This is an optimization exercise on Yosys and OpenROAD, whose aim is small area, a short achievable clock period and few clock cycles per item, not a production implementation. At most, simulation tests tie the RTL to the original design; equivalence was not proved. The RTL of run 2 was laid out without a check of its function. Power and IR drop assume default switching activity.

==> flow/design.v, too long to show whole: its modules and the start of the top module <==
// module mtdtmf_seq: 221 lines
// module mtdtmf_mul_lo: 230 lines
// module mtdtmf_mul_hi: 232 lines
// module multitap_dtmf_tone_generator: 192 lines
module multitap_dtmf_tone_generator (
	input  logic        clk,
	input  logic        arst_n,
	input  logic        s_tvalid,
	output logic        s_tready,
	input  logic [7:0]  s_tdata,    
	input  logic        s_tuser,    
	output logic        m_tvalid,
	input  logic        m_tready,
	output logic [23:0] m_tdata,    
	output logic        m_tlast,    
	input  logic        cfg_valid,
	output logic        cfg_ready,
	input  logic [2:0]  cfg_index,
	input  logic [63:0] cfg_data
);
  // ...
==> flow/run.sh <==
#!/bin/bash
# synth_recipe.tcl (not shown) runs the flow's synth.tcl, then flattens the netlist and writes it again
# the make line also repeats each setting of config.mk as NAME=value (left out here)
make -C /OpenROAD-flow-scripts/flow DESIGN_CONFIG=/design/flow/config.mk WORK_HOME=/design/flow/orfs CLKGATE_MAP_FILE= SYNTH_SCRIPT=/design/flow/synth_recipe.tcl finish
==> flow/config.mk <==
export PLATFORM = sky130hd
export DESIGN_NAME = multitap_dtmf_tone_generator
export DESIGN_NICKNAME = multitap_dtmf_tone_generator
export VERILOG_FILES = /design/flow/design.v
export SDC_FILE = /design/flow/constraint.sdc
export NUM_CORES = 4
export LEC_CHECK = 0
export ABC_AREA = 1
export CAP_MARGIN = 20
export CORE_MARGIN = 2
export CORE_UTILIZATION = 50
export SETUP_SLACK_MARGIN = 4.2
export SLEW_MARGIN = 20
export TNS_END_PERCENT = 5
==> flow/constraint.sdc <==
create_clock -name core_clock -period 9.0 [get_ports {clk}]
set_input_delay 1.8000 -clock core_clock [delete_from_list [all_inputs] [get_ports {clk}]]
set_output_delay 1.8000 -clock core_clock [all_outputs]
set_load 0.01 [all_outputs]
==> impl_metrics.json, run 1 <==
{
  "status": "complete, no violations",
  "sw_frac_of_total": 0.460,
  "critical-path-max-stage-delay_ps": 510,
  "regArea_sq_um": 8990,
  "hold_viol": 0,
  "power_density_nw_per_um2": 341,
  "setup_viol_count_final": 0,
  "largest_cell_class": "multi-input gates",
  "layout.cells.non_filler": 4517,
  "seq_share": 0.277,
  "met1_length_um": 37200,
  "yosysSeqAreaShare": 0.311,
  "vias_per_cell": 5.40,
  "synthXorXnorAreaFrac": 0.0328,
  "synth-compound-area-share": 0.145,
  "core_sq_um": 57400,
  "worst-endpoint-required_ps": 9320,
  "met3_length_um": 4980,
  "synth.distinct_cells": 69,
  "dpl_cell_area_sq_um": 30400,
  "dr_wl_met2_um": 36700,
  "drt_iter0_drc": 1994,
  "endpoint": "xh4[10]",
  "buf_share": 0.0484,
  "postCtsResizedCells": 35,
  "period_share": 0.528,
  "p_int_uw": 5980,
  "min_from": "act2",
  "synth_largest_area_cell": "edfxtp_1",
  "grt_max_degree": 117,
  "htreeDepth": 2,
  "tightest_slew_ps": 1030,
  "powerSeq_uw": 2870,
  "multi_input_area_sq_um": 17200,
  "p_sw_uw": 5100,
  "synth_top_area_share": 0.172,
  "final_common_cell": "nand2_1"
}
Testbench counts, summed over its fixed seeds: cycles 76,989, items 76,773.
==> run 2: changes to the inputs <==
==> flow/design.v (replaced) <==
package mtdtmf_pkg;
	localparam int PHASE_WIDTH = 16;
	localparam int COUNT_WIDTH = 16;
	localparam int SAMPLE_W    = 17;
	localparam int CHAR_W      = 8;
	localparam int CFG_INDEX_W = 3;
	localparam int CFG_DATA_W  = 64;
	localparam logic [14:0] AMPLITUDE_RST  = 15'd16384;
	localparam logic [15:0] TONE_LEN_RST   = 16'd4000;
	localparam logic [15:0] SHORT_GAP_RST  = 16'd400;
	localparam logic [15:0] LETTER_GAP_RST = 16'd4000;
	function automatic logic [14:0] sine_q(input logic [6:0] idx);
		case (idx)
			7'd0: sine_q = 15'd0;
			7'd1: sine_q = 15'd804;
			7'd2: sine_q = 15'd1607;
			7'd3: sine_q = 15'd2410;
			7'd4: sine_q = 15'd3211;
			7'd5: sine_q = 15'd4011;
			7'd6: sine_q = 15'd4808;
			7'd7: sine_q = 15'd5602;
			7'd8: sine_q = 15'd6393;
			7'd9: sine_q = 15'd7179;
			7'd10: sine_q = 15'd7962;
			7'd11: sine_q = 15'd8740;
			7'd12: sine_q = 15'd9513;
			7'd13: sine_q = 15'd10279;
			7'd14: sine_q = 15'd11040;
			7'd15: sine_q = 15'd11794;
			7'd16: sine_q = 15'd12541;
			7'd17: sine_q = 15'd13281;
			7'd18: sine_q = 15'd14013;
			7'd19: sine_q = 15'd14736;
			7'd20: sine_q = 15'd15450;
			7'd21: sine_q = 15'd16155;
			7'd22: sine_q = 15'd16850;
			7'd23: sine_q = 15'd17535;
			7'd24: sine_q = 15'd18210;
			7'd25: sine_q = 15'd18874;
			7'd26: sine_q = 15'd19526;
			7'd27: sine_q = 15'd20167;
			7'd28: sine_q = 15'd20795;
			7'd29: sine_q = 15'd21411;
			7'd30: sine_q = 15'd22014;
			7'd31: sine_q = 15'd22604;
			7'd32: sine_q = 15'd23180;
			7'd33: sine_q = 15'd23742;
			7'd34: sine_q = 15'd24290;
			7'd35: sine_q = 15'd24823;
			7'd36: sine_q = 15'd25342;
			7'd37: sine_q = 15'd25844;
			7'd38: sine_q = 15'd26332;
			7'd39: sine_q = 15'd26803;
			7'd40: sine_q = 15'd27258;
			7'd41: sine_q = 15'd27697;
			7'd42: sine_q = 15'd28119;
			7'd43: sine_q = 15'd28524;
			7'd44: sine_q = 15'd28911;
			7'd45: sine_q = 15'd29281;
			7'd46: sine_q = 15'd29634;
			7'd47: sine_q = 15'd29969;
			7'd48: sine_q = 15'd30285;
			7'd49: sine_q = 15'd30583;
			7'd50: sine_q = 15'd30863;
			7'd51: sine_q = 15'd31123;
			7'd52: sine_q = 15'd31366;
			7'd53: sine_q = 15'd31589;
			7'd54: sine_q = 15'd31793;
			7'd55: sine_q = 15'd31978;
			7'd56: sine_q = 15'd32144;
			7'd57: sine_q = 15'd32290;
			7'd58: sine_q = 15'd32417;
			7'd59: sine_q = 15'd32524;
			7'd60: sine_q = 15'd32612;
			7'd61: sine_q = 15'd32680;
			7'd62: sine_q = 15'd32729;
			7'd63: sine_q = 15'd32759;
			7'd64: sine_q = 15'd32767;
			default: sine_q = 15'd0;
		endcase
	endfunction
	function automatic logic [6:0] sine_idx(input logic [6:0] addr);
		sine_idx = addr[6] ? (7'd64 - {1'b0, addr[5:0]}) : {1'b0, addr[5:0]};
	endfunction
endpackage
module mtdtmf_seq (
	input  logic        clk,
	input  logic        arst_n,
	input  logic        fire,
	input  logic        action,
	input  logic [7:0]  char_code,
	input  logic [47:0] low_steps,
	input  logic [63:0] high_steps,
	input  logic [15:0] tone_last,     
	input  logic [15:0] short_last,    
	input  logic        short_zero,    
	input  logic [15:0] letter_last,   
	input  logic        letter_zero,   
	output logic [14:0] res_lo_val,    
	output logic        res_lo_neg,
	output logic [14:0] res_hi_val,
	output logic        res_hi_neg,
	output logic        res_active,
	output logic        res_done,
	output logic        res_rejected
);
	localparam logic [1:0] KIND_IDLE   = 2'd0;
	localparam logic [1:0] KIND_TONE   = 2'd1;
	localparam logic [1:0] KIND_SHORT  = 2'd2;
	localparam logic [1:0] KIND_LETTER = 2'd3;
	logic [1:0]  kind_q, kind_d;
	logic [3:0]  key_q, key_d;
	logic [2:0]  presses_q, presses_d;
	logic [15:0] count_q, count_d;
	logic [15:0] low_phase_q, low_phase_d;
	logic [15:0] high_phase_q, high_phase_d;
	logic [3:0]  map_key;
	logic [2:0]  map_presses;
	logic [1:0]  lo_sel, hi_sel;
	logic [15:0] lo_step, hi_step;
	logic [15:0] count_inc;
	logic [15:0] seg_last;
	logic        seg_end;
	logic [2:0]  presses_dec;
	logic        tone_sample;
	logic [6:0]  lo_idx, hi_idx;
	always_comb begin
		map_key     = 4'd0;
		map_presses = 3'd0;
		if (char_code >= "1" && char_code <= "9") begin
			map_key     = 4'(char_code - "1");
			map_presses = 3'd1;
		end else if (char_code == "0") begin
			map_key     = 4'd10;
			map_presses = 3'd1;
		end else if (char_code >= "a" && char_code <= "c") begin
			map_key     = 4'd1;
			map_presses = 3'(char_code - "a" + 8'd2);
		end else if (char_code >= "d" && char_code <= "f") begin
			map_key     = 4'd2;
			map_presses = 3'(char_code - "d" + 8'd2);
		end else if (char_code >= "g" && char_code <= "i") begin
			map_key     = 4'd3;
			map_presses = 3'(char_code - "g" + 8'd2);
		end else if (char_code >= "j" && char_code <= "l") begin
			map_key     = 4'd4;
			map_presses = 3'(char_code - "j" + 8'd2);
		end else if (char_code >= "m" && char_code <= "o") begin
			map_key     = 4'd5;
			map_presses = 3'(char_code - "m" + 8'd2);
		end else if (char_code >= "p" && char_code <= "r") begin
			map_key     = 4'd6;
			map_presses = 3'(char_code - "p" + 8'd2);
		end else if (char_code == "s") begin
			map_key     = 4'd6;
			map_presses = 3'd5;
		end else if (char_code >= "t" && char_code <= "v") begin
			map_key     = 4'd7;
			map_presses = 3'(char_code - "t" + 8'd2);
		end else if (char_code >= "w" && char_code <= "y") begin
			map_key     = 4'd8;
			map_presses = 3'(char_code - "w" + 8'd2);
		end else if (char_code == "z") begin
			map_key     = 4'd8;
			map_presses = 3'd5;
		end else if (char_code == ".") begin
			map_key     = 4'd9;
			map_presses = 3'd2;
		end else if (char_code == "!") begin
			map_key     = 4'd9;
			map_presses = 3'd3;
		end else if (char_code == "?") begin
			map_key     = 4'd9;
			map_presses = 3'd4;
		end else if (char_code == "#") begin
			map_key     = 4'd9;
			map_presses = 3'd1;
		end else if (char_code == " ") begin
			map_key     = 4'd10;
			map_presses = 3'd2;
		end
	end
	always_comb begin
		case (key_q)
			4'd0:    begin lo_sel = 2'd0; hi_sel = 2'd0; end
			4'd1:    begin lo_sel = 2'd1; hi_sel = 2'd0; end
			4'd2:    begin lo_sel = 2'd2; hi_sel = 2'd0; end
			4'd3:    begin lo_sel = 2'd0; hi_sel = 2'd1; end
			4'd4:    begin lo_sel = 2'd1; hi_sel = 2'd1; end
			4'd5:    begin lo_sel = 2'd2; hi_sel = 2'd1; end
			4'd6:    begin lo_sel = 2'd0; hi_sel = 2'd2; end
			4'd7:    begin lo_sel = 2'd1; hi_sel = 2'd2; end
			4'd8:    begin lo_sel = 2'd2; hi_sel = 2'd2; end
			4'd9:    begin lo_sel = 2'd0; hi_sel = 2'd3; end
			4'd10:   begin lo_sel = 2'd1; hi_sel = 2'd3; end
			default: begin lo_sel = 2'bxx; hi_sel = 2'bxx; end
		endcase
	end
	assign lo_step = (lo_sel == 2'd0) ? low_steps[15:0] : (lo_sel == 2'd1) ? low_steps[31:16] : low_steps[47:32];
	assign hi_step = high_steps[{hi_sel, 4'b0000} +: 16];
	assign count_inc   = count_q + 16'd1;
	assign presses_dec = presses_q - 3'd1;
	always_comb begin
		case (kind_q)
			KIND_SHORT:  seg_last = short_last;
			KIND_LETTER: seg_last = letter_last;
			default:     seg_last = tone_last;
		endcase
	end
	assign seg_end = (count_q >= seg_last);
	assign tone_sample = action && (kind_q == KIND_TONE);
	assign lo_idx      = tone_sample ? mtdtmf_pkg::sine_idx(low_phase_q[14:8]) : 7'd0;
	assign hi_idx      = tone_sample ? mtdtmf_pkg::sine_idx(high_phase_q[14:8]) : 7'd0;
	assign res_lo_neg  = tone_sample && low_phase_q[15];
	assign res_hi_neg  = tone_sample && high_phase_q[15];
	assign res_lo_val  = mtdtmf_pkg::sine_q(lo_idx) ^ {15{res_lo_neg}};
	assign res_hi_val  = mtdtmf_pkg::sine_q(hi_idx) ^ {15{res_hi_neg}};
	always_comb begin
		kind_d       = kind_q;
		key_d        = key_q;
		presses_d    = presses_q;
		count_d      = count_q;
		low_phase_d  = low_phase_q;
		high_phase_d = high_phase_q;
		res_active   = 1'b0;
		res_done     = 1'b0;
		res_rejected = 1'b0;
		if (!action) begin
			if (kind_q != KIND_IDLE || map_presses == 3'd0) begin
				res_rejected = 1'b1;
				res_active   = (kind_q != KIND_IDLE);
			end else begin
				key_d        = map_key;
				presses_d    = map_presses;
				kind_d       = KIND_TONE;
				count_d      = '0;
				low_phase_d  = '0;
				high_phase_d = '0;
				res_active   = 1'b1;
			end
		end else begin
			case (kind_q)
				KIND_TONE: begin
					res_active   = 1'b1;
					low_phase_d  = low_phase_q + lo_step;
					high_phase_d = high_phase_q + hi_step;
					count_d      = count_inc;
					if (seg_end) begin
						presses_d = presses_dec;
						count_d   = '0;
						if (presses_dec != 3'd0) begin
							if (short_zero) begin
								low_phase_d  = '0;
								high_phase_d = '0;
							end else begin
								kind_d = KIND_SHORT;
							end
						end else if (letter_zero) begin
							kind_d   = KIND_IDLE;
							res_done = 1'b1;
						end else begin
							kind_d = KIND_LETTER;
						end
					end
				end
				KIND_SHORT: begin
					res_active = 1'b1;
					count_d    = count_inc;
					if (seg_end) begin
						kind_d       = KIND_TONE;
						count_d      = '0;
						low_phase_d  = '0;
						high_phase_d = '0;
					end
				end
				KIND_LETTER: begin
					res_active = 1'b1;
					count_d    = count_inc;
					if (seg_end) begin
						kind_d   = KIND_IDLE;
						count_d  = '0;
						res_done = 1'b1;
					end
				end
				default: begin
				end
			endcase
		end
	end
	always_ff @(posedge clk or negedge arst_n) begin
		if (!arst_n) begin
			kind_q <= KIND_IDLE;
		end else if (fire) begin
			kind_q <= kind_d;
		end
	end
	always_ff @(posedge clk) begin
		if (fire) begin
			key_q        <= key_d;
			presses_q    <= presses_d;
			count_q      <= count_d;
			low_phase_q  <= low_phase_d;
			high_phase_q <= high_phase_d;
		end
	end
endmodule
module mtdtmf_mul_lo (input logic [14:0] a, input logic [16:0] s, output logic [15:0] ha, output logic [15:0] hb, output logic hc);
	wire p1 = (a[0] & s[8]) ^ (a[1] & s[7]);
	wire p2 = (a[0] & s[8]) & (a[1] & s[7]);
	wire p3 = (a[0] & s[9]) ^ (a[1] & s[8]) ^ (a[2] & s[7]);
	wire p4 = ((a[0] & s[9]) & (a[1] & s[8])) | ((a[0] & s[9]) & (a[2] & s[7])) | ((a[1] & s[8]) & (a[2] & s[7]));
	wire p5 = (a[3] & s[6]) ^ (a[4] & s[5]);
	wire p6 = (a[3] & s[6]) & (a[4] & s[5]);
	wire p7 = (a[0] & s[10]) ^ (a[1] & s[9]) ^ (a[2] & s[8]);
	wire p8 = ((a[0] & s[10]) & (a[1] & s[9])) | ((a[0] & s[10]) & (a[2] & s[8])) | ((a[1] & s[9]) & (a[2] & s[8]));
	wire p9 = (a[3] & s[7]) ^ (a[4] & s[6]) ^ (a[5] & s[5]);
	wire p10 = ((a[3] & s[7]) & (a[4] & s[6])) | ((a[3] & s[7]) & (a[5] & s[5])) | ((a[4] & s[6]) & (a[5] & s[5]));
	wire p11 = (a[6] & s[4]) ^ (a[7] & s[3]);
	wire p12 = (a[6] & s[4]) & (a[7] & s[3]);
	wire p13 = (a[0] & s[11]) ^ (a[1] & s[10]) ^ (a[2] & s[9]);
	wire p14 = ((a[0] & s[11]) & (a[1] & s[10])) | ((a[0] & s[11]) & (a[2] & s[9])) | ((a[1] & s[10]) & (a[2] & s[9]));
	wire p15 = (a[3] & s[8]) ^ (a[4] & s[7]) ^ (a[5] & s[6]);
	wire p16 = ((a[3] & s[8]) & (a[4] & s[7])) | ((a[3] & s[8]) & (a[5] & s[6])) | ((a[4] & s[7]) & (a[5] & s[6]));
	wire p17 = (a[6] & s[5]) ^ (a[7] & s[4]) ^ (a[8] & s[3]);
	wire p18 = ((a[6] & s[5]) & (a[7] & s[4])) | ((a[6] & s[5]) & (a[8] & s[3])) | ((a[7] & s[4]) & (a[8] & s[3]));
	wire p19 = (a[9] & s[2]) ^ (a[10] & s[1]);
	wire p20 = (a[9] & s[2]) & (a[10] & s[1]);
	wire p21 = (a[1] & s[11]) ^ (a[2] & s[10]) ^ (a[3] & s[9]);
	wire p22 = ((a[1] & s[11]) & (a[2] & s[10])) | ((a[1] & s[11]) & (a[3] & s[9])) | ((a[2] & s[10]) & (a[3] & s[9]));
	wire p23 = (a[4] & s[8]) ^ (a[5] & s[7]) ^ (a[6] & s[6]);
	wire p24 = ((a[4] & s[8]) & (a[5] & s[7])) | ((a[4] & s[8]) & (a[6] & s[6])) | ((a[5] & s[7]) & (a[6] & s[6]));
	wire p25 = (a[7] & s[5]) ^ (a[8] & s[4]) ^ (a[9] & s[3]);
	wire p26 = ((a[7] & s[5]) & (a[8] & s[4])) | ((a[7] & s[5]) & (a[9] & s[3])) | ((a[8] & s[4]) & (a[9] & s[3]));
	wire p27 = (a[10] & s[2]) ^ (a[11] & s[1]) ^ (a[12] & s[0]);
	wire p28 = ((a[10] & s[2]) & (a[11] & s[1])) | ((a[10] & s[2]) & (a[12] & s[0])) | ((a[11] & s[1]) & (a[12] & s[0]));
	wire p29 = (a[2] & s[11]) ^ (a[3] & s[10]) ^ (a[4] & s[9]);
	wire p30 = ((a[2] & s[11]) & (a[3] & s[10])) | ((a[2] & s[11]) & (a[4] & s[9])) | ((a[3] & s[10]) & (a[4] & s[9]));
	wire p31 = (a[5] & s[8]) ^ (a[6] & s[7]) ^ (a[7] & s[6]);
	wire p32 = ((a[5] & s[8]) & (a[6] & s[7])) | ((a[5] & s[8]) & (a[7] & s[6])) | ((a[6] & s[7]) & (a[7] & s[6]));
	wire p33 = (a[8] & s[5]) ^ (a[9] & s[4]) ^ (a[10] & s[3]);
	wire p34 = ((a[8] & s[5]) & (a[9] & s[4])) | ((a[8] & s[5]) & (a[10] & s[3])) | ((a[9] & s[4]) & (a[10] & s[3]));
	wire p35 = (a[11] & s[2]) ^ (a[12] & s[1]) ^ (a[13] & s[0]);
	wire p36 = ((a[11] & s[2]) & (a[12] & s[1])) | ((a[11] & s[2]) & (a[13] & s[0])) | ((a[12] & s[1]) & (a[13] & s[0]));
	wire p37 = (a[3] & s[11]) ^ (a[4] & s[10]) ^ (a[5] & s[9]);
	wire p38 = ((a[3] & s[11]) & (a[4] & s[10])) | ((a[3] & s[11]) & (a[5] & s[9])) | ((a[4] & s[10]) & (a[5] & s[9]));
	wire p39 = (a[6] & s[8]) ^ (a[7] & s[7]) ^ (a[8] & s[6]);
	wire p40 = ((a[6] & s[8]) & (a[7] & s[7])) | ((a[6] & s[8]) & (a[8] & s[6])) | ((a[7] & s[7]) & (a[8] & s[6]));
	wire p41 = (a[9] & s[5]) ^ (a[10] & s[4]) ^ (a[11] & s[3]);
	wire p42 = ((a[9] & s[5]) & (a[10] & s[4])) | ((a[9] & s[5]) & (a[11] & s[3])) | ((a[10] & s[4]) & (a[11] & s[3]));
	wire p43 = (a[12] & s[2]) ^ (a[13] & s[1]) ^ (a[14] & s[0]);
	wire p44 = ((a[12] & s[2]) & (a[13] & s[1])) | ((a[12] & s[2]) & (a[14] & s[0])) | ((a[13] & s[1]) & (a[14] & s[0]));
	wire p45 = (a[4] & s[11]) ^ (a[5] & s[10]) ^ (a[6] & s[9]);
	wire p46 = ((a[4] & s[11]) & (a[5] & s[10])) | ((a[4] & s[11]) & (a[6] & s[9])) | ((a[5] & s[10]) & (a[6] & s[9]));
	wire p47 = (a[7] & s[8]) ^ (a[8] & s[7]) ^ (a[9] & s[6]);
	wire p48 = ((a[7] & s[8]) & (a[8] & s[7])) | ((a[7] & s[8]) & (a[9] & s[6])) | ((a[8] & s[7]) & (a[9] & s[6]));
	wire p49 = (a[10] & s[5]) ^ (a[11] & s[4]) ^ (a[12] & s[3]);
	wire p50 = ((a[10] & s[5]) & (a[11] & s[4])) | ((a[10] & s[5]) & (a[12] & s[3])) | ((a[11] & s[4]) & (a[12] & s[3]));
	wire p51 = (a[5] & s[11]) ^ (a[6] & s[10]) ^ (a[7] & s[9]);
	wire p52 = ((a[5] & s[11]) & (a[6] & s[10])) | ((a[5] & s[11]) & (a[7] & s[9])) | ((a[6] & s[10]) & (a[7] & s[9]));
	wire p53 = (a[8] & s[8]) ^ (a[9] & s[7]) ^ (a[10] & s[6]);
	wire p54 = ((a[8] & s[8]) & (a[9] & s[7])) | ((a[8] & s[8]) & (a[10] & s[6])) | ((a[9] & s[7]) & (a[10] & s[6]));
	wire p55 = (a[6] & s[11]) ^ (a[7] & s[10]) ^ (a[8] & s[9]);
	wire p56 = ((a[6] & s[11]) & (a[7] & s[10])) | ((a[6] & s[11]) & (a[8] & s[9])) | ((a[7] & s[10]) & (a[8] & s[9]));
	wire p57 = (a[0] & s[5]) ^ (a[1] & s[4]);
	wire p58 = (a[0] & s[5]) & (a[1] & s[4]);
	wire p59 = (a[0] & s[6]) ^ (a[1] & s[5]) ^ (a[2] & s[4]);
	wire p60 = ((a[0] & s[6]) & (a[1] & s[5])) | ((a[0] & s[6]) & (a[2] & s[4])) | ((a[1] & s[5]) & (a[2] & s[4]));
	wire p61 = (a[3] & s[3]) ^ (a[4] & s[2]);
	wire p62 = (a[3] & s[3]) & (a[4] & s[2]);
	wire p63 = (a[0] & s[7]) ^ (a[1] & s[6]) ^ (a[2] & s[5]);
	wire p64 = ((a[0] & s[7]) & (a[1] & s[6])) | ((a[0] & s[7]) & (a[2] & s[5])) | ((a[1] & s[6]) & (a[2] & s[5]));
	wire p65 = (a[3] & s[4]) ^ (a[4] & s[3]) ^ (a[5] & s[2]);
	wire p66 = ((a[3] & s[4]) & (a[4] & s[3])) | ((a[3] & s[4]) & (a[5] & s[2])) | ((a[4] & s[3]) & (a[5] & s[2]));
	wire p67 = (a[6] & s[1]) ^ (a[7] & s[0]);
	wire p68 = (a[6] & s[1]) & (a[7] & s[0]);
	wire p69 = p1 ^ (a[2] & s[6]) ^ (a[3] & s[5]);
	wire p70 = (p1 & (a[2] & s[6])) | (p1 & (a[3] & s[5])) | ((a[2] & s[6]) & (a[3] & s[5]));
	wire p71 = (a[4] & s[4]) ^ (a[5] & s[3]) ^ (a[6] & s[2]);
	wire p72 = ((a[4] & s[4]) & (a[5] & s[3])) | ((a[4] & s[4]) & (a[6] & s[2])) | ((a[5] & s[3]) & (a[6] & s[2]));
	wire p73 = (a[7] & s[1]) ^ (a[8] & s[0]) ^ s[16];
	wire p74 = ((a[7] & s[1]) & (a[8] & s[0])) | ((a[7] & s[1]) & s[16]) | ((a[8] & s[0]) & s[16]);
	wire p75 = p2 ^ p3 ^ p5;
	wire p76 = (p2 & p3) | (p2 & p5) | (p3 & p5);
	wire p77 = (a[5] & s[4]) ^ (a[6] & s[3]) ^ (a[7] & s[2]);
	wire p78 = ((a[5] & s[4]) & (a[6] & s[3])) | ((a[5] & s[4]) & (a[7] & s[2])) | ((a[6] & s[3]) & (a[7] & s[2]));
	wire p79 = (a[8] & s[1]) ^ (a[9] & s[0]) ^ s[16];
	wire p80 = ((a[8] & s[1]) & (a[9] & s[0])) | ((a[8] & s[1]) & s[16]) | ((a[9] & s[0]) & s[16]);
	wire p81 = p4 ^ p6 ^ p7;
	wire p82 = (p4 & p6) | (p4 & p7) | (p6 & p7);
	wire p83 = p9 ^ p11 ^ (a[8] & s[2]);
	wire p84 = (p9 & p11) | (p9 & (a[8] & s[2])) | (p11 & (a[8] & s[2]));
	wire p85 = (a[9] & s[1]) ^ (a[10] & s[0]) ^ s[16];
	wire p86 = ((a[9] & s[1]) & (a[10] & s[0])) | ((a[9] & s[1]) & s[16]) | ((a[10] & s[0]) & s[16]);
	wire p87 = p8 ^ p10 ^ p12;
	wire p88 = (p8 & p10) | (p8 & p12) | (p10 & p12);
	wire p89 = p13 ^ p15 ^ p17;
	wire p90 = (p13 & p15) | (p13 & p17) | (p15 & p17);
	wire p91 = p19 ^ (a[11] & s[0]) ^ s[16];
	wire p92 = (p19 & (a[11] & s[0])) | (p19 & s[16]) | ((a[11] & s[0]) & s[16]);
	wire p93 = p14 ^ p16 ^ p18;
	wire p94 = (p14 & p16) | (p14 & p18) | (p16 & p18);
	wire p95 = p20 ^ p21 ^ p23;
	wire p96 = (p20 & p21) | (p20 & p23) | (p21 & p23);
	wire p97 = p25 ^ p27 ^ s[16];
	wire p98 = (p25 & p27) | (p25 & s[16]) | (p27 & s[16]);
	wire p99 = p22 ^ p24 ^ p26;
	wire p100 = (p22 & p24) | (p22 & p26) | (p24 & p26);
	wire p101 = p28 ^ p29 ^ p31;
	wire p102 = (p28 & p29) | (p28 & p31) | (p29 & p31);
	wire p103 = p33 ^ p35 ^ s[16];
	wire p104 = (p33 & p35) | (p33 & s[16]) | (p35 & s[16]);
	wire p105 = p30 ^ p32 ^ p34;
	wire p106 = (p30 & p32) | (p30 & p34) | (p32 & p34);
	wire p107 = p36 ^ p37 ^ p39;
	wire p108 = (p36 & p37) | (p36 & p39) | (p37 & p39);
	wire p109 = p41 ^ p43 ^ ~s[16];
	wire p110 = (p41 & p43) | (p41 & ~s[16]) | (p43 & ~s[16]);
	wire p111 = p38 ^ p40 ^ p42;
	wire p112 = (p38 & p40) | (p38 & p42) | (p40 & p42);
	wire p113 = p44 ^ p45 ^ p47;
	wire p114 = (p44 & p45) | (p44 & p47) | (p45 & p47);
	wire p115 = p49 ^ (a[13] & s[2]) ^ (a[14] & s[1]);
	wire p116 = (p49 & (a[13] & s[2])) | (p49 & (a[14] & s[1])) | ((a[13] & s[2]) & (a[14] & s[1]));
	wire p117 = p46 ^ p48 ^ p50;
	wire p118 = (p46 & p48) | (p46 & p50) | (p48 & p50);
	wire p119 = p51 ^ p53 ^ (a[11] & s[5]);
	wire p120 = (p51 & p53) | (p51 & (a[11] & s[5])) | (p53 & (a[11] & s[5]));
	wire p121 = (a[12] & s[4]) ^ (a[13] & s[3]) ^ (a[14] & s[2]);
	wire p122 = ((a[12] & s[4]) & (a[13] & s[3])) | ((a[12] & s[4]) & (a[14] & s[2])) | ((a[13] & s[3]) & (a[14] & s[2]));
	wire p123 = p52 ^ p54 ^ p55;
	wire p124 = (p52 & p54) | (p52 & p55) | (p54 & p55);
	wire p125 = (a[9] & s[8]) ^ (a[10] & s[7]) ^ (a[11] & s[6]);
	wire p126 = ((a[9] & s[8]) & (a[10] & s[7])) | ((a[9] & s[8]) & (a[11] & s[6])) | ((a[10] & s[7]) & (a[11] & s[6]));
	wire p127 = (a[12] & s[5]) ^ (a[13] & s[4]) ^ (a[14] & s[3]);
	wire p128 = ((a[12] & s[5]) & (a[13] & s[4])) | ((a[12] & s[5]) & (a[14] & s[3])) | ((a[13] & s[4]) & (a[14] & s[3]));
	wire p129 = p56 ^ (a[7] & s[11]) ^ (a[8] & s[10]);
	wire p130 = (p56 & (a[7] & s[11])) | (p56 & (a[8] & s[10])) | ((a[7] & s[11]) & (a[8] & s[10]));
	wire p131 = (a[9] & s[9]) ^ (a[10] & s[8]) ^ (a[11] & s[7]);
	wire p132 = ((a[9] & s[9]) & (a[10] & s[8])) | ((a[9] & s[9]) & (a[11] & s[7])) | ((a[10] & s[8]) & (a[11] & s[7]));
	wire p133 = (a[12] & s[6]) ^ (a[13] & s[5]) ^ (a[14] & s[4]);
	wire p134 = ((a[12] & s[6]) & (a[13] & s[5])) | ((a[12] & s[6]) & (a[14] & s[4])) | ((a[13] & s[5]) & (a[14] & s[4]));
	wire p135 = (a[8] & s[11]) ^ (a[9] & s[10]) ^ (a[10] & s[9]);
	wire p136 = ((a[8] & s[11]) & (a[9] & s[10])) | ((a[8] & s[11]) & (a[10] & s[9])) | ((a[9] & s[10]) & (a[10] & s[9]));
	wire p137 = (a[11] & s[8]) ^ (a[12] & s[7]) ^ (a[13] & s[6]);
	wire p138 = ((a[11] & s[8]) & (a[12] & s[7])) | ((a[11] & s[8]) & (a[13] & s[6])) | ((a[12] & s[7]) & (a[13] & s[6]));
	wire p139 = (a[9] & s[11]) ^ (a[10] & s[10]) ^ (a[11] & s[9]);
	wire p140 = ((a[9] & s[11]) & (a[10] & s[10])) | ((a[9] & s[11]) & (a[11] & s[9])) | ((a[10] & s[10]) & (a[11] & s[9]));
	wire p141 = (a[0] & s[3]) ^ (a[1] & s[2]);
	wire p142 = (a[0] & s[3]) & (a[1] & s[2]);
	wire p143 = (a[0] & s[4]) ^ (a[1] & s[3]) ^ (a[2] & s[2]);
	wire p144 = ((a[0] & s[4]) & (a[1] & s[3])) | ((a[0] & s[4]) & (a[2] & s[2])) | ((a[1] & s[3]) & (a[2] & s[2]));
	wire p145 = (a[3] & s[1]) ^ (a[4] & s[0]);
	wire p146 = (a[3] & s[1]) & (a[4] & s[0]);
	wire p147 = p57 ^ (a[2] & s[3]) ^ (a[3] & s[2]);
	wire p148 = (p57 & (a[2] & s[3])) | (p57 & (a[3] & s[2])) | ((a[2] & s[3]) & (a[3] & s[2]));
	wire p149 = (a[4] & s[1]) ^ (a[5] & s[0]) ^ s[16];
	wire p150 = ((a[4] & s[1]) & (a[5] & s[0])) | ((a[4] & s[1]) & s[16]) | ((a[5] & s[0]) & s[16]);
	wire p151 = p58 ^ p59 ^ p61;
	wire p152 = (p58 & p59) | (p58 & p61) | (p59 & p61);
	wire p153 = (a[5] & s[1]) ^ (a[6] & s[0]) ^ s[16];
	wire p154 = ((a[5] & s[1]) & (a[6] & s[0])) | ((a[5] & s[1]) & s[16]) | ((a[6] & s[0]) & s[16]);
	wire p155 = p60 ^ p62 ^ p63;
	wire p156 = (p60 & p62) | (p60 & p63) | (p62 & p63);
	wire p157 = p65 ^ p67 ^ s[16];
	wire p158 = (p65 & p67) | (p65 & s[16]) | (p67 & s[16]);
	wire p159 = p64 ^ p66 ^ p68;
	wire p160 = (p64 & p66) | (p64 & p68) | (p66 & p68);
	wire p161 = p69 ^ p71 ^ p73;
	wire p162 = (p69 & p71) | (p69 & p73) | (p71 & p73);
	wire p163 = p70 ^ p72 ^ p74;
	wire p164 = (p70 & p72) | (p70 & p74) | (p72 & p74);
	wire p165 = p75 ^ p77 ^ p79;
	wire p166 = (p75 & p77) | (p75 & p79) | (p77 & p79);
	wire p167 = p76 ^ p78 ^ p80;
	wire p168 = (p76 & p78) | (p76 & p80) | (p78 & p80);
	wire p169 = p81 ^ p83 ^ p85;
	wire p170 = (p81 & p83) | (p81 & p85) | (p83 & p85);
	wire p171 = p82 ^ p84 ^ p86;
	wire p172 = (p82 & p84) | (p82 & p86) | (p84 & p86);
	wire p173 = p87 ^ p89 ^ p91;
	wire p174 = (p87 & p89) | (p87 & p91) | (p89 & p91);
	wire p175 = p88 ^ p90 ^ p92;
	wire p176 = (p88 & p90) | (p88 & p92) | (p90 & p92);
	wire p177 = p93 ^ p95 ^ p97;
	wire p178 = (p93 & p95) | (p93 & p97) | (p95 & p97);
	wire p179 = p94 ^ p96 ^ p98;
	wire p180 = (p94 & p96) | (p94 & p98) | (p96 & p98);
	wire p181 = p99 ^ p101 ^ p103;
	wire p182 = (p99 & p101) | (p99 & p103) | (p101 & p103);
	wire p183 = p100 ^ p102 ^ p104;
	wire p184 = (p100 & p102) | (p100 & p104) | (p102 & p104);
	wire p185 = p105 ^ p107 ^ p109;
	wire p186 = (p105 & p107) | (p105 & p109) | (p107 & p109);
	wire p187 = p106 ^ p108 ^ p110;
	wire p188 = (p106 & p108) | (p106 & p110) | (p108 & p110);
	wire p189 = p111 ^ p113 ^ p115;
	wire p190 = (p111 & p113) | (p111 & p115) | (p113 & p115);
	wire p191 = p112 ^ p114 ^ p116;
	wire p192 = (p112 & p114) | (p112 & p116) | (p114 & p116);
	wire p193 = p117 ^ p119 ^ p121;
	wire p194 = (p117 & p119) | (p117 & p121) | (p119 & p121);
	wire p195 = p118 ^ p120 ^ p122;
	wire p196 = (p118 & p120) | (p118 & p122) | (p120 & p122);
	wire p197 = p123 ^ p125 ^ p127;
	wire p198 = (p123 & p125) | (p123 & p127) | (p125 & p127);
	wire p199 = p124 ^ p126 ^ p128;
	wire p200 = (p124 & p126) | (p124 & p128) | (p126 & p128);
	wire p201 = p129 ^ p131 ^ p133;
	wire p202 = (p129 & p131) | (p129 & p133) | (p131 & p133);
	wire p203 = p130 ^ p132 ^ p134;
	wire p204 = (p130 & p132) | (p130 & p134) | (p132 & p134);
	wire p205 = p135 ^ p137 ^ (a[14] & s[5]);
	wire p206 = (p135 & p137) | (p135 & (a[14] & s[5])) | (p137 & (a[14] & s[5]));
	wire p207 = p136 ^ p138 ^ p139;
	wire p208 = (p136 & p138) | (p136 & p139) | (p138 & p139);
	wire p209 = (a[12] & s[8]) ^ (a[13] & s[7]) ^ (a[14] & s[6]);
	wire p210 = ((a[12] & s[8]) & (a[13] & s[7])) | ((a[12] & s[8]) & (a[14] & s[6])) | ((a[13] & s[7]) & (a[14] & s[6]));
	wire p211 = p140 ^ (a[10] & s[11]) ^ (a[11] & s[10]);
	wire p212 = (p140 & (a[10] & s[11])) | (p140 & (a[11] & s[10])) | ((a[10] & s[11]) & (a[11] & s[10]));
	wire p213 = (a[12] & s[9]) ^ (a[13] & s[8]) ^ (a[14] & s[7]);
	wire p214 = ((a[12] & s[9]) & (a[13] & s[8])) | ((a[12] & s[9]) & (a[14] & s[7])) | ((a[13] & s[8]) & (a[14] & s[7]));
	wire p215 = (a[11] & s[11]) ^ (a[12] & s[10]) ^ (a[13] & s[9]);
	wire p216 = ((a[11] & s[11]) & (a[12] & s[10])) | ((a[11] & s[11]) & (a[13] & s[9])) | ((a[12] & s[10]) & (a[13] & s[9]));
	wire p217 = (a[0] & s[2]) ^ (a[1] & s[1]);
	wire p218 = (a[0] & s[2]) & (a[1] & s[1]);
	wire p219 = p141 ^ (a[2] & s[1]) ^ (a[3] & s[0]);
	wire p220 = (p141 & (a[2] & s[1])) | (p141 & (a[3] & s[0])) | ((a[2] & s[1]) & (a[3] & s[0]));
	wire p221 = p142 ^ p143 ^ p145;
	wire p222 = (p142 & p143) | (p142 & p145) | (p143 & p145);
	wire p223 = p144 ^ p146 ^ p147;
	wire p224 = (p144 & p146) | (p144 & p147) | (p146 & p147);
	wire p225 = p148 ^ p150 ^ p151;
	wire p226 = (p148 & p150) | (p148 & p151) | (p150 & p151);
	wire p227 = p152 ^ p154 ^ p155;
	wire p228 = (p152 & p154) | (p152 & p155) | (p154 & p155);
	wire p229 = p156 ^ p158 ^ p159;
	wire p230 = (p156 & p158) | (p156 & p159) | (p158 & p159);
	wire p231 = p160 ^ p162 ^ p163;
	wire p232 = (p160 & p162) | (p160 & p163) | (p162 & p163);
	wire p233 = p164 ^ p166 ^ p167;
	wire p234 = (p164 & p166) | (p164 & p167) | (p166 & p167);
	wire p235 = p168 ^ p170 ^ p171;
	wire p236 = (p168 & p170) | (p168 & p171) | (p170 & p171);
	wire p237 = p172 ^ p174 ^ p175;
	wire p238 = (p172 & p174) | (p172 & p175) | (p174 & p175);
	wire p239 = p176 ^ p178 ^ p179;
	wire p240 = (p176 & p178) | (p176 & p179) | (p178 & p179);
	wire p241 = p180 ^ p182 ^ p183;
	wire p242 = (p180 & p182) | (p180 & p183) | (p182 & p183);
	wire p243 = p184 ^ p186 ^ p187;
	wire p244 = (p184 & p186) | (p184 & p187) | (p186 & p187);
	wire p245 = p188 ^ p190 ^ p191;
	wire p246 = (p188 & p190) | (p188 & p191) | (p190 & p191);
	wire p247 = p192 ^ p194 ^ p195;
	wire p248 = (p192 & p194) | (p192 & p195) | (p194 & p195);
	wire p249 = p196 ^ p198 ^ p199;
	wire p250 = (p196 & p198) | (p196 & p199) | (p198 & p199);
	wire p251 = p200 ^ p202 ^ p203;
	wire p252 = (p200 & p202) | (p200 & p203) | (p202 & p203);
	wire p253 = p204 ^ p206 ^ p207;
	wire p254 = (p204 & p206) | (p204 & p207) | (p206 & p207);
	wire p255 = p208 ^ p210 ^ p211;
	wire p256 = (p208 & p210) | (p208 & p211) | (p210 & p211);
	wire p257 = p212 ^ p214 ^ p215;
	wire p258 = (p212 & p214) | (p212 & p215) | (p214 & p215);
	wire p259 = p216 ^ (a[12] & s[11]) ^ (a[13] & s[10]);
	wire p260 = (p216 & (a[12] & s[11])) | (p216 & (a[13] & s[10])) | ((a[12] & s[11]) & (a[13] & s[10]));
	wire p261 = (a[0] & s[1]) ^ (a[1] & s[0]);
	wire p262 = (a[0] & s[1]) & (a[1] & s[0]);
	wire p263 = p217 ^ (a[2] & s[0]) ^ s[16];
	wire p264 = (p217 & (a[2] & s[0])) | (p217 & s[16]) | ((a[2] & s[0]) & s[16]);
	wire p265 = p218 ^ p219 ^ s[16];
	wire p266 = (p218 & p219) | (p218 & s[16]) | (p219 & s[16]);
	wire p267 = p220 ^ p221 ^ s[16];
	wire p268 = (p220 & p221) | (p220 & s[16]) | (p221 & s[16]);
	wire p269 = p222 ^ p223 ^ p149;
	wire p270 = (p222 & p223) | (p222 & p149) | (p223 & p149);
	wire p271 = p224 ^ p225 ^ p153;
	wire p272 = (p224 & p225) | (p224 & p153) | (p225 & p153);
	wire p273 = p226 ^ p227 ^ p157;
	wire p274 = (p226 & p227) | (p226 & p157) | (p227 & p157);
	wire p275 = p228 ^ p229 ^ p161;
	wire p276 = (p228 & p229) | (p228 & p161) | (p229 & p161);
	wire p277 = p230 ^ p231 ^ p165;
	wire p278 = (p230 & p231) | (p230 & p165) | (p231 & p165);
	wire p279 = p232 ^ p233 ^ p169;
	wire p280 = (p232 & p233) | (p232 & p169) | (p233 & p169);
	wire p281 = p234 ^ p235 ^ p173;
	wire p282 = (p234 & p235) | (p234 & p173) | (p235 & p173);
	wire p283 = p236 ^ p237 ^ p177;
	wire p284 = (p236 & p237) | (p236 & p177) | (p237 & p177);
	wire p285 = p238 ^ p239 ^ p181;
	wire p286 = (p238 & p239) | (p238 & p181) | (p239 & p181);
	wire p287 = p240 ^ p241 ^ p185;
	wire p288 = (p240 & p241) | (p240 & p185) | (p241 & p185);
	wire p289 = p242 ^ p243 ^ p189;
	wire p290 = (p242 & p243) | (p242 & p189) | (p243 & p189);
	wire p291 = p244 ^ p245 ^ p193;
	wire p292 = (p244 & p245) | (p244 & p193) | (p245 & p193);
	wire p293 = p246 ^ p247 ^ p197;
	wire p294 = (p246 & p247) | (p246 & p197) | (p247 & p197);
	wire p295 = p248 ^ p249 ^ p201;
	wire p296 = (p248 & p249) | (p248 & p201) | (p249 & p201);
	wire p297 = p250 ^ p251 ^ p205;
	wire p298 = (p250 & p251) | (p250 & p205) | (p251 & p205);
	wire p299 = p252 ^ p253 ^ p209;
	wire p300 = (p252 & p253) | (p252 & p209) | (p253 & p209);
	wire p301 = p254 ^ p255 ^ p213;
	wire p302 = (p254 & p255) | (p254 & p213) | (p255 & p213);
	wire p303 = p256 ^ p257 ^ (a[14] & s[8]);
	wire p304 = (p256 & p257) | (p256 & (a[14] & s[8])) | (p257 & (a[14] & s[8]));
	wire p305 = p258 ^ p259 ^ (a[14] & s[9]);
	wire p306 = (p258 & p259) | (p258 & (a[14] & s[9])) | (p259 & (a[14] & s[9]));
	wire p307 = p260 ^ (a[13] & s[11]) ^ (a[14] & s[10]);
	wire p308 = (p260 & (a[13] & s[11])) | (p260 & (a[14] & s[10])) | ((a[13] & s[11]) & (a[14] & s[10]));
	wire [12:0] lsum = {1'b0, {p280,p278,p276,p274,p272,p270,p268,p266,p264,p262,p261,(a[0] & s[0])}} + {1'b0, {p281,p279,p277,p275,p273,p271,p269,p267,p265,p263,s[16],s[16]}};
	assign ha = {1'b0,1'b0,p308,p306,p304,p302,p300,p298,p296,p294,p292,p290,p288,p286,p284,p282};
	assign hb = {1'b0,1'b0,(a[14] & s[11]),p307,p305,p303,p301,p299,p297,p295,p293,p291,p289,p287,p285,p283};
	assign hc = lsum[12];
endmodule
module mtdtmf_mul_hi (input logic [14:0] a, input logic [16:0] s, input logic [15:0] ha, input logic [15:0] hb, input logic hc, output logic [16:0] y);
	wire q1 = ~(a[0] & s[16]) ^ (a[1] & s[15]) ^ (a[2] & s[14]);
	wire q2 = (~(a[0] & s[16]) & (a[1] & s[15])) | (~(a[0] & s[16]) & (a[2] & s[14])) | ((a[1] & s[15]) & (a[2] & s[14]));
	wire q3 = ~(a[1] & s[16]) ^ (a[2] & s[15]) ^ (a[3] & s[14]);
	wire q4 = (~(a[1] & s[16]) & (a[2] & s[15])) | (~(a[1] & s[16]) & (a[3] & s[14])) | ((a[2] & s[15]) & (a[3] & s[14]));
	wire q5 = ~(a[2] & s[16]) ^ (a[3] & s[15]) ^ (a[4] & s[14]);
	wire q6 = (~(a[2] & s[16]) & (a[3] & s[15])) | (~(a[2] & s[16]) & (a[4] & s[14])) | ((a[3] & s[15]) & (a[4] & s[14]));
	wire q7 = ~(a[3] & s[16]) ^ (a[4] & s[15]) ^ (a[5] & s[14]);
	wire q8 = (~(a[3] & s[16]) & (a[4] & s[15])) | (~(a[3] & s[16]) & (a[5] & s[14])) | ((a[4] & s[15]) & (a[5] & s[14]));
	wire q9 = ~(a[4] & s[16]) ^ (a[5] & s[15]) ^ (a[6] & s[14]);
	wire q10 = (~(a[4] & s[16]) & (a[5] & s[15])) | (~(a[4] & s[16]) & (a[6] & s[14])) | ((a[5] & s[15]) & (a[6] & s[14]));
	wire q11 = ~(a[5] & s[16]) ^ (a[6] & s[15]) ^ (a[7] & s[14]);
	wire q12 = (~(a[5] & s[16]) & (a[6] & s[15])) | (~(a[5] & s[16]) & (a[7] & s[14])) | ((a[6] & s[15]) & (a[7] & s[14]));
	wire q13 = ~(a[6] & s[16]) ^ (a[7] & s[15]) ^ (a[8] & s[14]);
	wire q14 = (~(a[6] & s[16]) & (a[7] & s[15])) | (~(a[6] & s[16]) & (a[8] & s[14])) | ((a[7] & s[15]) & (a[8] & s[14]));
	wire q15 = ~(a[7] & s[16]) ^ (a[8] & s[15]) ^ (a[9] & s[14]);
	wire q16 = (~(a[7] & s[16]) & (a[8] & s[15])) | (~(a[7] & s[16]) & (a[9] & s[14])) | ((a[8] & s[15]) & (a[9] & s[14]));
	wire q17 = ~(a[8] & s[16]) ^ (a[9] & s[15]) ^ (a[10] & s[14]);
	wire q18 = (~(a[8] & s[16]) & (a[9] & s[15])) | (~(a[8] & s[16]) & (a[10] & s[14])) | ((a[9] & s[15]) & (a[10] & s[14]));
	wire q19 = ~(a[9] & s[16]) ^ (a[10] & s[15]) ^ (a[11] & s[14]);
	wire q20 = (~(a[9] & s[16]) & (a[10] & s[15])) | (~(a[9] & s[16]) & (a[11] & s[14])) | ((a[10] & s[15]) & (a[11] & s[14]));
	wire q21 = ~(a[10] & s[16]) ^ (a[11] & s[15]) ^ (a[12] & s[14]);
	wire q22 = (~(a[10] & s[16]) & (a[11] & s[15])) | (~(a[10] & s[16]) & (a[12] & s[14])) | ((a[11] & s[15]) & (a[12] & s[14]));
	wire q23 = ~(a[11] & s[16]) ^ (a[12] & s[15]);
	wire q24 = ~(a[11] & s[16]) & (a[12] & s[15]);
	wire q25 = (a[0] & s[14]) ^ (a[1] & s[13]);
	wire q26 = (a[0] & s[14]) & (a[1] & s[13]);
	wire q27 = (a[0] & s[15]) ^ (a[1] & s[14]) ^ (a[2] & s[13]);
	wire q28 = ((a[0] & s[15]) & (a[1] & s[14])) | ((a[0] & s[15]) & (a[2] & s[13])) | ((a[1] & s[14]) & (a[2] & s[13]));
	wire q29 = (a[3] & s[12]) ^ ha[3];
	wire q30 = (a[3] & s[12]) & ha[3];
	wire q31 = q1 ^ (a[3] & s[13]) ^ (a[4] & s[12]);
	wire q32 = (q1 & (a[3] & s[13])) | (q1 & (a[4] & s[12])) | ((a[3] & s[13]) & (a[4] & s[12]));
	wire q33 = ha[4] ^ hb[4] ^ 1'b1;
	wire q34 = (ha[4] & hb[4]) | (ha[4] & 1'b1) | (hb[4] & 1'b1);
	wire q35 = q2 ^ q3 ^ (a[4] & s[13]);
	wire q36 = (q2 & q3) | (q2 & (a[4] & s[13])) | (q3 & (a[4] & s[13]));
	wire q37 = (a[5] & s[12]) ^ ha[5] ^ hb[5];
	wire q38 = ((a[5] & s[12]) & ha[5]) | ((a[5] & s[12]) & hb[5]) | (ha[5] & hb[5]);
	wire q39 = q4 ^ q5 ^ (a[5] & s[13]);
	wire q40 = (q4 & q5) | (q4 & (a[5] & s[13])) | (q5 & (a[5] & s[13]));
	wire q41 = (a[6] & s[12]) ^ ha[6] ^ hb[6];
	wire q42 = ((a[6] & s[12]) & ha[6]) | ((a[6] & s[12]) & hb[6]) | (ha[6] & hb[6]);
	wire q43 = q6 ^ q7 ^ (a[6] & s[13]);
	wire q44 = (q6 & q7) | (q6 & (a[6] & s[13])) | (q7 & (a[6] & s[13]));
	wire q45 = (a[7] & s[12]) ^ ha[7] ^ hb[7];
	wire q46 = ((a[7] & s[12]) & ha[7]) | ((a[7] & s[12]) & hb[7]) | (ha[7] & hb[7]);
	wire q47 = q8 ^ q9 ^ (a[7] & s[13]);
	wire q48 = (q8 & q9) | (q8 & (a[7] & s[13])) | (q9 & (a[7] & s[13]));
	wire q49 = (a[8] & s[12]) ^ ha[8] ^ hb[8];
	wire q50 = ((a[8] & s[12]) & ha[8]) | ((a[8] & s[12]) & hb[8]) | (ha[8] & hb[8]);
	wire q51 = q10 ^ q11 ^ (a[8] & s[13]);
	wire q52 = (q10 & q11) | (q10 & (a[8] & s[13])) | (q11 & (a[8] & s[13]));
	wire q53 = (a[9] & s[12]) ^ ha[9] ^ hb[9];
	wire q54 = ((a[9] & s[12]) & ha[9]) | ((a[9] & s[12]) & hb[9]) | (ha[9] & hb[9]);
	wire q55 = q12 ^ q13 ^ (a[9] & s[13]);
	wire q56 = (q12 & q13) | (q12 & (a[9] & s[13])) | (q13 & (a[9] & s[13]));
	wire q57 = (a[10] & s[12]) ^ ha[10] ^ hb[10];
	wire q58 = ((a[10] & s[12]) & ha[10]) | ((a[10] & s[12]) & hb[10]) | (ha[10] & hb[10]);
	wire q59 = q14 ^ q15 ^ (a[10] & s[13]);
	wire q60 = (q14 & q15) | (q14 & (a[10] & s[13])) | (q15 & (a[10] & s[13]));
	wire q61 = (a[11] & s[12]) ^ ha[11] ^ hb[11];
	wire q62 = ((a[11] & s[12]) & ha[11]) | ((a[11] & s[12]) & hb[11]) | (ha[11] & hb[11]);
	wire q63 = q16 ^ q17 ^ (a[11] & s[13]);
	wire q64 = (q16 & q17) | (q16 & (a[11] & s[13])) | (q17 & (a[11] & s[13]));
	wire q65 = (a[12] & s[12]) ^ ha[12] ^ hb[12];
	wire q66 = ((a[12] & s[12]) & ha[12]) | ((a[12] & s[12]) & hb[12]) | (ha[12] & hb[12]);
	wire q67 = q18 ^ q19 ^ (a[12] & s[13]);
	wire q68 = (q18 & q19) | (q18 & (a[12] & s[13])) | (q19 & (a[12] & s[13]));
	wire q69 = (a[13] & s[12]) ^ ha[13] ^ hb[13];
	wire q70 = ((a[13] & s[12]) & ha[13]) | ((a[13] & s[12]) & hb[13]) | (ha[13] & hb[13]);
	wire q71 = q20 ^ q21 ^ (a[13] & s[13]);
	wire q72 = (q20 & q21) | (q20 & (a[13] & s[13])) | (q21 & (a[13] & s[13]));
	wire q73 = (a[14] & s[12]) ^ ha[14] ^ hb[14];
	wire q74 = ((a[14] & s[12]) & ha[14]) | ((a[14] & s[12]) & hb[14]) | (ha[14] & hb[14]);
	wire q75 = q22 ^ q23 ^ (a[13] & s[14]);
	wire q76 = (q22 & q23) | (q22 & (a[13] & s[14])) | (q23 & (a[13] & s[14]));
	wire q77 = (a[14] & s[13]) ^ ha[15] ^ hb[15];
	wire q78 = ((a[14] & s[13]) & ha[15]) | ((a[14] & s[13]) & hb[15]) | (ha[15] & hb[15]);
	wire q79 = q24 ^ ~(a[12] & s[16]) ^ (a[13] & s[15]);
	wire q80 = (q24 & ~(a[12] & s[16])) | (q24 & (a[13] & s[15])) | (~(a[12] & s[16]) & (a[13] & s[15]));
	wire q81 = (a[0] & s[12]) ^ ha[0];
	wire q82 = (a[0] & s[12]) & ha[0];
	wire q83 = (a[0] & s[13]) ^ (a[1] & s[12]) ^ ha[1];
	wire q84 = ((a[0] & s[13]) & (a[1] & s[12])) | ((a[0] & s[13]) & ha[1]) | ((a[1] & s[12]) & ha[1]);
	wire q85 = q25 ^ (a[2] & s[12]) ^ ha[2];
	wire q86 = (q25 & (a[2] & s[12])) | (q25 & ha[2]) | ((a[2] & s[12]) & ha[2]);
	wire q87 = q26 ^ q27 ^ q29;
	wire q88 = (q26 & q27) | (q26 & q29) | (q27 & q29);
	wire q89 = q28 ^ q30 ^ q31;
	wire q90 = (q28 & q30) | (q28 & q31) | (q30 & q31);
	wire q91 = q32 ^ q34 ^ q35;
	wire q92 = (q32 & q34) | (q32 & q35) | (q34 & q35);
	wire q93 = q36 ^ q38 ^ q39;
	wire q94 = (q36 & q38) | (q36 & q39) | (q38 & q39);
	wire q95 = q40 ^ q42 ^ q43;
	wire q96 = (q40 & q42) | (q40 & q43) | (q42 & q43);
	wire q97 = q44 ^ q46 ^ q47;
	wire q98 = (q44 & q46) | (q44 & q47) | (q46 & q47);
	wire q99 = q48 ^ q50 ^ q51;
	wire q100 = (q48 & q50) | (q48 & q51) | (q50 & q51);
	wire q101 = q52 ^ q54 ^ q55;
	wire q102 = (q52 & q54) | (q52 & q55) | (q54 & q55);
	wire q103 = q56 ^ q58 ^ q59;
	wire q104 = (q56 & q58) | (q56 & q59) | (q58 & q59);
	wire q105 = q60 ^ q62 ^ q63;
	wire q106 = (q60 & q62) | (q60 & q63) | (q62 & q63);
	wire q107 = q64 ^ q66 ^ q67;
	wire q108 = (q64 & q66) | (q64 & q67) | (q66 & q67);
	wire q109 = q68 ^ q70 ^ q71;
	wire q110 = (q68 & q70) | (q68 & q71) | (q70 & q71);
	wire q111 = q72 ^ q74 ^ q75;
	wire q112 = (q72 & q74) | (q72 & q75) | (q74 & q75);
	wire q113 = q76 ^ q78 ^ q79;
	wire q114 = (q76 & q78) | (q76 & q79) | (q78 & q79);
	wire q115 = q80 ^ ~(a[13] & s[16]);
	wire q116 = q80 & ~(a[13] & s[16]);
	wire q117 = q81 ^ hb[0];
	wire q118 = q81 & hb[0];
	wire q119 = q82 ^ q83 ^ hb[1];
	wire q120 = (q82 & q83) | (q82 & hb[1]) | (q83 & hb[1]);
	wire q121 = q84 ^ q85 ^ hb[2];
	wire q122 = (q84 & q85) | (q84 & hb[2]) | (q85 & hb[2]);
	wire q123 = q86 ^ q87 ^ hb[3];
	wire q124 = (q86 & q87) | (q86 & hb[3]) | (q87 & hb[3]);
	wire q125 = q88 ^ q89 ^ q33;
	wire q126 = (q88 & q89) | (q88 & q33) | (q89 & q33);
	wire q127 = q90 ^ q91 ^ q37;
	wire q128 = (q90 & q91) | (q90 & q37) | (q91 & q37);
	wire q129 = q92 ^ q93 ^ q41;
	wire q130 = (q92 & q93) | (q92 & q41) | (q93 & q41);
	wire q131 = q94 ^ q95 ^ q45;
	wire q132 = (q94 & q95) | (q94 & q45) | (q95 & q45);
	wire q133 = q96 ^ q97 ^ q49;
	wire q134 = (q96 & q97) | (q96 & q49) | (q97 & q49);
	wire q135 = q98 ^ q99 ^ q53;
	wire q136 = (q98 & q99) | (q98 & q53) | (q99 & q53);
	wire q137 = q100 ^ q101 ^ q57;
	wire q138 = (q100 & q101) | (q100 & q57) | (q101 & q57);
	wire q139 = q102 ^ q103 ^ q61;
	wire q140 = (q102 & q103) | (q102 & q61) | (q103 & q61);
	wire q141 = q104 ^ q105 ^ q65;
	wire q142 = (q104 & q105) | (q104 & q65) | (q105 & q65);
	wire q143 = q106 ^ q107 ^ q69;
	wire q144 = (q106 & q107) | (q106 & q69) | (q107 & q69);
	wire q145 = q108 ^ q109 ^ q73;
	wire q146 = (q108 & q109) | (q108 & q73) | (q109 & q73);
	wire q147 = q110 ^ q111 ^ q77;
	wire q148 = (q110 & q111) | (q110 & q77) | (q111 & q77);
	wire q149 = q112 ^ q113 ^ (a[14] & s[14]);
	wire q150 = (q112 & q113) | (q112 & (a[14] & s[14])) | (q113 & (a[14] & s[14]));
	wire q151 = q114 ^ q115 ^ (a[14] & s[15]);
	wire q152 = (q114 & q115) | (q114 & (a[14] & s[15])) | (q115 & (a[14] & s[15]));
	wire q153 = q116 ^ ~(a[14] & s[16]);
	wire q154 = q116 & ~(a[14] & s[16]);
	wire [19:0] ra = {q154,q152,q150,q148,q146,q144,q142,q140,q138,q136,q134,q132,q130,q128,q126,q124,q122,q120,q118,q117};
	wire [19:0] rb = {1'b1,q153,q151,q149,q147,q145,q143,q141,q139,q137,q135,q133,q131,q129,q127,q125,q123,q121,q119,hc};
	wire [19:0] z = ra + rb;
	assign y = z[19:3];
endmodule
module multitap_dtmf_tone_generator (
	input  logic        clk,
	input  logic        arst_n,
	input  logic        s_tvalid,
	output logic        s_tready,
	input  logic [7:0]  s_tdata,    
	input  logic        s_tuser,    
	output logic        m_tvalid,
	input  logic        m_tready,
	output logic [23:0] m_tdata,    
	output logic        m_tlast,    
	input  logic        cfg_valid,
	output logic        cfg_ready,
	input  logic [2:0]  cfg_index,
	input  logic [63:0] cfg_data
);
	logic [47:0] low_steps_q;
	logic [63:0] high_steps_q;
	logic [14:0] amplitude_q;
	logic [15:0] tone_last_q;
	logic [15:0] short_last_q;
	logic        short_zero_q;
	logic [15:0] letter_last_q;
	logic        letter_zero_q;
	logic [15:0] len_last;
	logic        len_zero;
	logic        skid_v;
	logic [8:0]  skid_d;
	logic        v1;
	logic [8:0]  d1;
	logic        adv, fire;
	logic [14:0] seq_lo_val, seq_hi_val;
	logic        seq_lo_neg, seq_hi_neg;
	logic        seq_act, seq_done, seq_rej;
	logic        v2;
	logic [14:0] lo_val2, hi_val2;
	logic        lo_neg2, hi_neg2;
	logic        act2, done2, rej2;
	logic [16:0] sum_d;
	logic        v3;
	logic [16:0] sum3;
	logic        act3, done3, rej3;
	logic [15:0] ha_d, hb_d;
	logic        hc_d;
	logic        v4;
	logic [4:0]  sh4;
	logic [15:0] ha4, hb4;
	logic        hc4;
	logic        act4, done4, rej4;
	logic [16:0] sample_d;
	logic        vo;
	logic [16:0] sample_q;
	logic        act_q, done_q, rej_q;
	assign cfg_ready = 1'b1;
	assign len_zero = (cfg_data[15:0] == 16'd0);
	assign len_last = len_zero ? 16'd0 : cfg_data[15:0] - 16'd1;
	always_ff @(posedge clk) begin
		if (!arst_n) begin
			low_steps_q   <= '0;
			high_steps_q  <= '0;
			amplitude_q   <= 15'd16384;
			tone_last_q   <= 16'd3999;
			short_last_q  <= 16'd399;
			short_zero_q  <= 1'b0;
			letter_last_q <= 16'd3999;
			letter_zero_q <= 1'b0;
		end else if (cfg_valid) begin
			case (cfg_index)
				3'd0: low_steps_q  <= cfg_data[47:0];
				3'd1: high_steps_q <= cfg_data;
				3'd2: amplitude_q  <= cfg_data[14:0];
				3'd3: tone_last_q  <= len_last;
				3'd4: begin
					short_last_q <= len_last;
					short_zero_q <= len_zero;
				end
				3'd5: begin
					letter_last_q <= len_last;
					letter_zero_q <= len_zero;
				end
				default: begin
				end
			endcase
		end
	end
	assign adv      = !vo || m_tready;
	assign fire     = v1 && adv;
	assign s_tready = !skid_v;
	always_ff @(posedge clk or negedge arst_n) begin
		if (!arst_n) begin
			skid_v <= 1'b0;
			v1     <= 1'b0;
		end else if (adv) begin
			skid_v <= 1'b0;
			v1     <= skid_v || s_tvalid;
		end else if (s_tvalid && !skid_v) begin
			skid_v <= 1'b1;
		end
	end
	always_ff @(posedge clk) begin
		if (!skid_v) begin
			skid_d <= {s_tuser, s_tdata};
		end
		if (adv) begin
			d1 <= skid_v ? skid_d : {s_tuser, s_tdata};
		end
	end
	mtdtmf_seq u_seq (
		.clk          (clk),
		.arst_n       (arst_n),
		.fire         (fire),
		.action       (d1[8]),
		.char_code    (d1[7:0]),
		.low_steps    (low_steps_q),
		.high_steps   (high_steps_q),
		.tone_last    (tone_last_q),
		.short_last   (short_last_q),
		.short_zero   (short_zero_q),
		.letter_last  (letter_last_q),
		.letter_zero  (letter_zero_q),
		.res_lo_val   (seq_lo_val),
		.res_lo_neg   (seq_lo_neg),
		.res_hi_val   (seq_hi_val),
		.res_hi_neg   (seq_hi_neg),
		.res_active   (seq_act),
		.res_done     (seq_done),
		.res_rejected (seq_rej)
	);
	always_ff @(posedge clk or negedge arst_n) begin
		if (!arst_n) begin
			v2 <= 1'b0;
			v3 <= 1'b0;
			v4 <= 1'b0;
			vo <= 1'b0;
		end else if (adv) begin
			v2 <= v1;
			v3 <= v2;
			v4 <= v3;
			vo <= v4;
		end
	end
	always_ff @(posedge clk) begin
		if (adv) begin
			lo_val2 <= seq_lo_val;
			lo_neg2 <= seq_lo_neg;
			hi_val2 <= seq_hi_val;
			hi_neg2 <= seq_hi_neg;
			act2    <= seq_act;
			done2   <= seq_done;
			rej2    <= seq_rej;
		end
	end
	assign sum_d = {{2{lo_neg2}}, lo_val2} + {{2{hi_neg2}}, hi_val2}
		+ {15'd0, lo_neg2 & hi_neg2, lo_neg2 ^ hi_neg2};
	always_ff @(posedge clk) begin
		if (adv) begin
			sum3  <= sum_d;
			act3  <= act2;
			done3 <= done2;
			rej3  <= rej2;
		end
	end
	mtdtmf_mul_lo u_mul_lo (
		.a  (amplitude_q),
		.s  (sum3),
		.ha (ha_d),
		.hb (hb_d),
		.hc (hc_d)
	);
	always_ff @(posedge clk) begin
		if (adv) begin
			sh4   <= sum3[16:12];
			ha4   <= ha_d;
			hb4   <= hb_d;
			hc4   <= hc_d;
			act4  <= act3;
			done4 <= done3;
			rej4  <= rej3;
		end
	end
	mtdtmf_mul_hi u_mul_hi (
		.a  (amplitude_q),
		.s  ({sh4, 12'd0}),
		.ha (ha4),
		.hb (hb4),
		.hc (hc4),
		.y  (sample_d)
	);
	always_ff @(posedge clk) begin
		if (adv) begin
			sample_q <= sample_d;
			act_q    <= act4;
			done_q   <= done4;
			rej_q    <= rej4;
		end
	end
	assign m_tvalid = vo;
	assign m_tdata  = {5'd0, rej_q, act_q, sample_q};
	assign m_tlast  = done_q;
endmodule
--- a/flow/config.mk
+++ b/flow/config.mk
@@ -4,11 +4,11 @@
 export VERILOG_FILES = /design/flow/design.v
 export SDC_FILE = /design/flow/constraint.sdc
 export NUM_CORES = 4
 export LEC_CHECK = 0
 export ABC_AREA = 1
 export CAP_MARGIN = 20
 export CORE_MARGIN = 2
 export CORE_UTILIZATION = 50
-export SETUP_SLACK_MARGIN = 4.2
+export SETUP_SLACK_MARGIN = 4.5
 export SLEW_MARGIN = 20
 export TNS_END_PERCENT = 5
==> run 2 against run 1 <==
Compared with the run above:
- largest power group unchanged
- critical path type unchanged
- cell count shrank 2.6%
- clock power increased by 13%
- clock skew rose by 5.2 ps
- sequential power grew 6%
- combinational power decreased by 8.8%
- clock-buffer cell count rose by 12
- global-route usage decreased by 0.37 points
- fmax rose by 3.9%
- core utilization increased by 0.28 points
- highest routed layer is now met5
- first-iteration DRC count fell by 9.2%
==> impl_metrics.json, run 2 <==
{
  "fp.dieArea_sq_um": 59000,
  "drt_iter0_drc": 1810,
  "regArea_sq_um": 9300,
  "rrSetupSlack_ps": 4430,
  "whs_ps": 416,
  "status": "complete, no violations",
  "top_regs": "high_steps_q: 64 flops, low_steps_q: 48 flops",
  "drive_gt1_frac": 0.0667,
  "p_sw_uw": 4800,
  "seqPwrFrac": 0.279,
  "power_density_nw_per_um2": 340,
  "min_from": "sum3[12]",
  "row_count": 87,
  "worst-endpoint-required_ps": 9310,
  "grt_pass1_vias": 23700,
  "vias_per_cell": 5.46,
  "core_sq_um": 56400,
  "synth.distinct_cells": 61,
  "tightest_slew_ps": 1060,
  "setup_viol_count_final": 0,
  "path_cells": "buf_6 -> buf_6 -> nand2_1 -> inv_2 -> fa_1 -> fa_1 -> fa_1 -> fa_1 -> ha_4 -> a21oi_2 -> nor2_1 -> a211oi_2 -> o21ai_4 -> nand3_2 -> nand2_2 -> nand2_2 -> nand2_2 -> nand2_2 -> nand2_2 -> a21oi_2 -> xor2_1",
  "dpl_cell_area_sq_um": 30200,
  "clock_path_buffers": 3,
  "die_h_um": 243,
  "synth_largest_area_cell": "edfxtp_1",
  "cts_tree": "built",
  "synth-seq-cells": 374,
  "final_common_cell": "nand2_1",
  "hold_viol": 0,
  "period_share": 0.508,
  "ir_drop_uv": 329,
  "synth_top_area_share": 0.185,
  "dr_wl_met2_um": 37000,
  "htreeDepth": 2,
  "grt_max_degree": 114,
  "largest_register_ffs": 64,
  "met1_length_um": 34600,
  "sw_frac_of_total": 0.439,
  "yosysSeqAreaShare": 0.325,
  "multi_input_area_sq_um": 16500,
  "met3_length_um": 4820,
  "critical-path-max-stage-delay_ps": 560,
  "synth_flop_cell": "dfxtp_1",
  "clk_transition_reported_paths_ps": 60,
  "worst-path-max-fanout": 8,
  "dr.pass1.iters": 6,
  "crit_family": "adder cells",
  "combPwrFrac": 0.542,
  "p_int_uw": 6120
}
## run 2: changes by cell type after synthesis, sizes merged, moves of 8 or more
cell / before / now
nand2: 672 / 661
o21ai: 323 / 300
nand3: 97 / 89
inv: 635 / 604
xor2: 88 / 74
fa: 199 / 213
ha: 193 / 169
a21oi: 262 / 243
edfxtp: 165 / 176
## run 2: metal layers
metal	global-route usage	vias up
li1	-	11500
met1	0.369	11600
met3	0.0369	144
met2	0.438	784
met4	0.0866	2
met5	0	-
## run 2: worst max-delay path by stage
stage                         from      endpoint  depth (start not counted)
finish                      sh4[2]  sample_q[16]                         21
global route                sh4[2]  sample_q[16]                         20
CTS                 amplitude_q[0]  sample_q[16]                         23
detailed placement  amplitude_q[2]  sample_q[16]                         21
global placement    amplitude_q[2]  sample_q[16]                         23
floorplan           amplitude_q[0]  sample_q[16]                         22
## run 2: per-stage QoR
stage,worst slack [ps],std cells
3_5_place_dp,3800,4299
4_1_cts,4310,4390
5_1_grt,4220,4399
2_1_floorplan,4270,3573
3_3_place_gp,3820,4299
6_report,4430,4399
## run 2: what timing repair did
item | CTS | global route
resized for setup | 11 | 23
setup buffers | 7 | 8
pin swaps | 0 | 19
cloned | 0 | 1
endpoints found under the setup margin | 25 | 30
## run 2: cell type report
type / count / area share
multi-input combinational: 2422 / 0.513
sequential: 374 / 0.290
inverter: 607 / 0.0713
clock buffer: 71 / 0.0461
timing repair buffer: 155 / 0.0445
tap: 756 / 0.0295
clock inverter: 13 / 0.00554
timing repair inverter: 1 / 0.000156
## run 2: logic make-up after synthesis
logic type / synth area share
xor gates and xnor gates: 0.0282
buffers and inverters: 0.104
other: 0.000263
adders and majority gates: 0.223
and+or+nand+nor: 0.178
AOI/OAI and AO/OA: 0.141
DFF: 0.325
## run 2: power groups by stage
stage	clock network [uW]	registers [uW]	logic [uW]
5_1_grt	2060	3100	6690
6_report	1950	3040	5920
3_5_place_dp	0	3090	5440
3_3_place_gp	0	3070	5350
2_1_floorplan	0	2840	4130
4_1_cts	1990	3040	5590

## what the ideal ports hide
Ports are ideal in the flow. The routed layouts listed here were re-timed in OpenROAD.
Step 1, drivers: a clkbuf_16 drives clk and a buf_2 each remaining input, both assumed.
Step 2, shift: input delay + t, output delay - t, t = (earliest + latest rising clock arrival at the registers) / 2. This alone moves slack from input paths to output paths.
Three values: ideal, step 1, step 2; two values: the first two.
| run | shift t [ns] | setup slack, ns | hold slack, ns | slew at the worst register clock pin (ns) |
|---|---|---|---|---|
| run 1 | 0.641 | 4.251 / 4.251 / 4.251 | 0.412 / 0.412 / 0.412 | 0.07 / 0.07 |
| run 2 | 0.641 | 4.430 / 4.430 / 4.340 | 0.416 / 0.416 / 0.416 | 0.06 / 0.06 |
After both steps setup and hold are still met in every run listed. For run 2, which loses most, drivers alone change the setup slack by 0.000 ns; drivers and shift together by -0.090 ns.
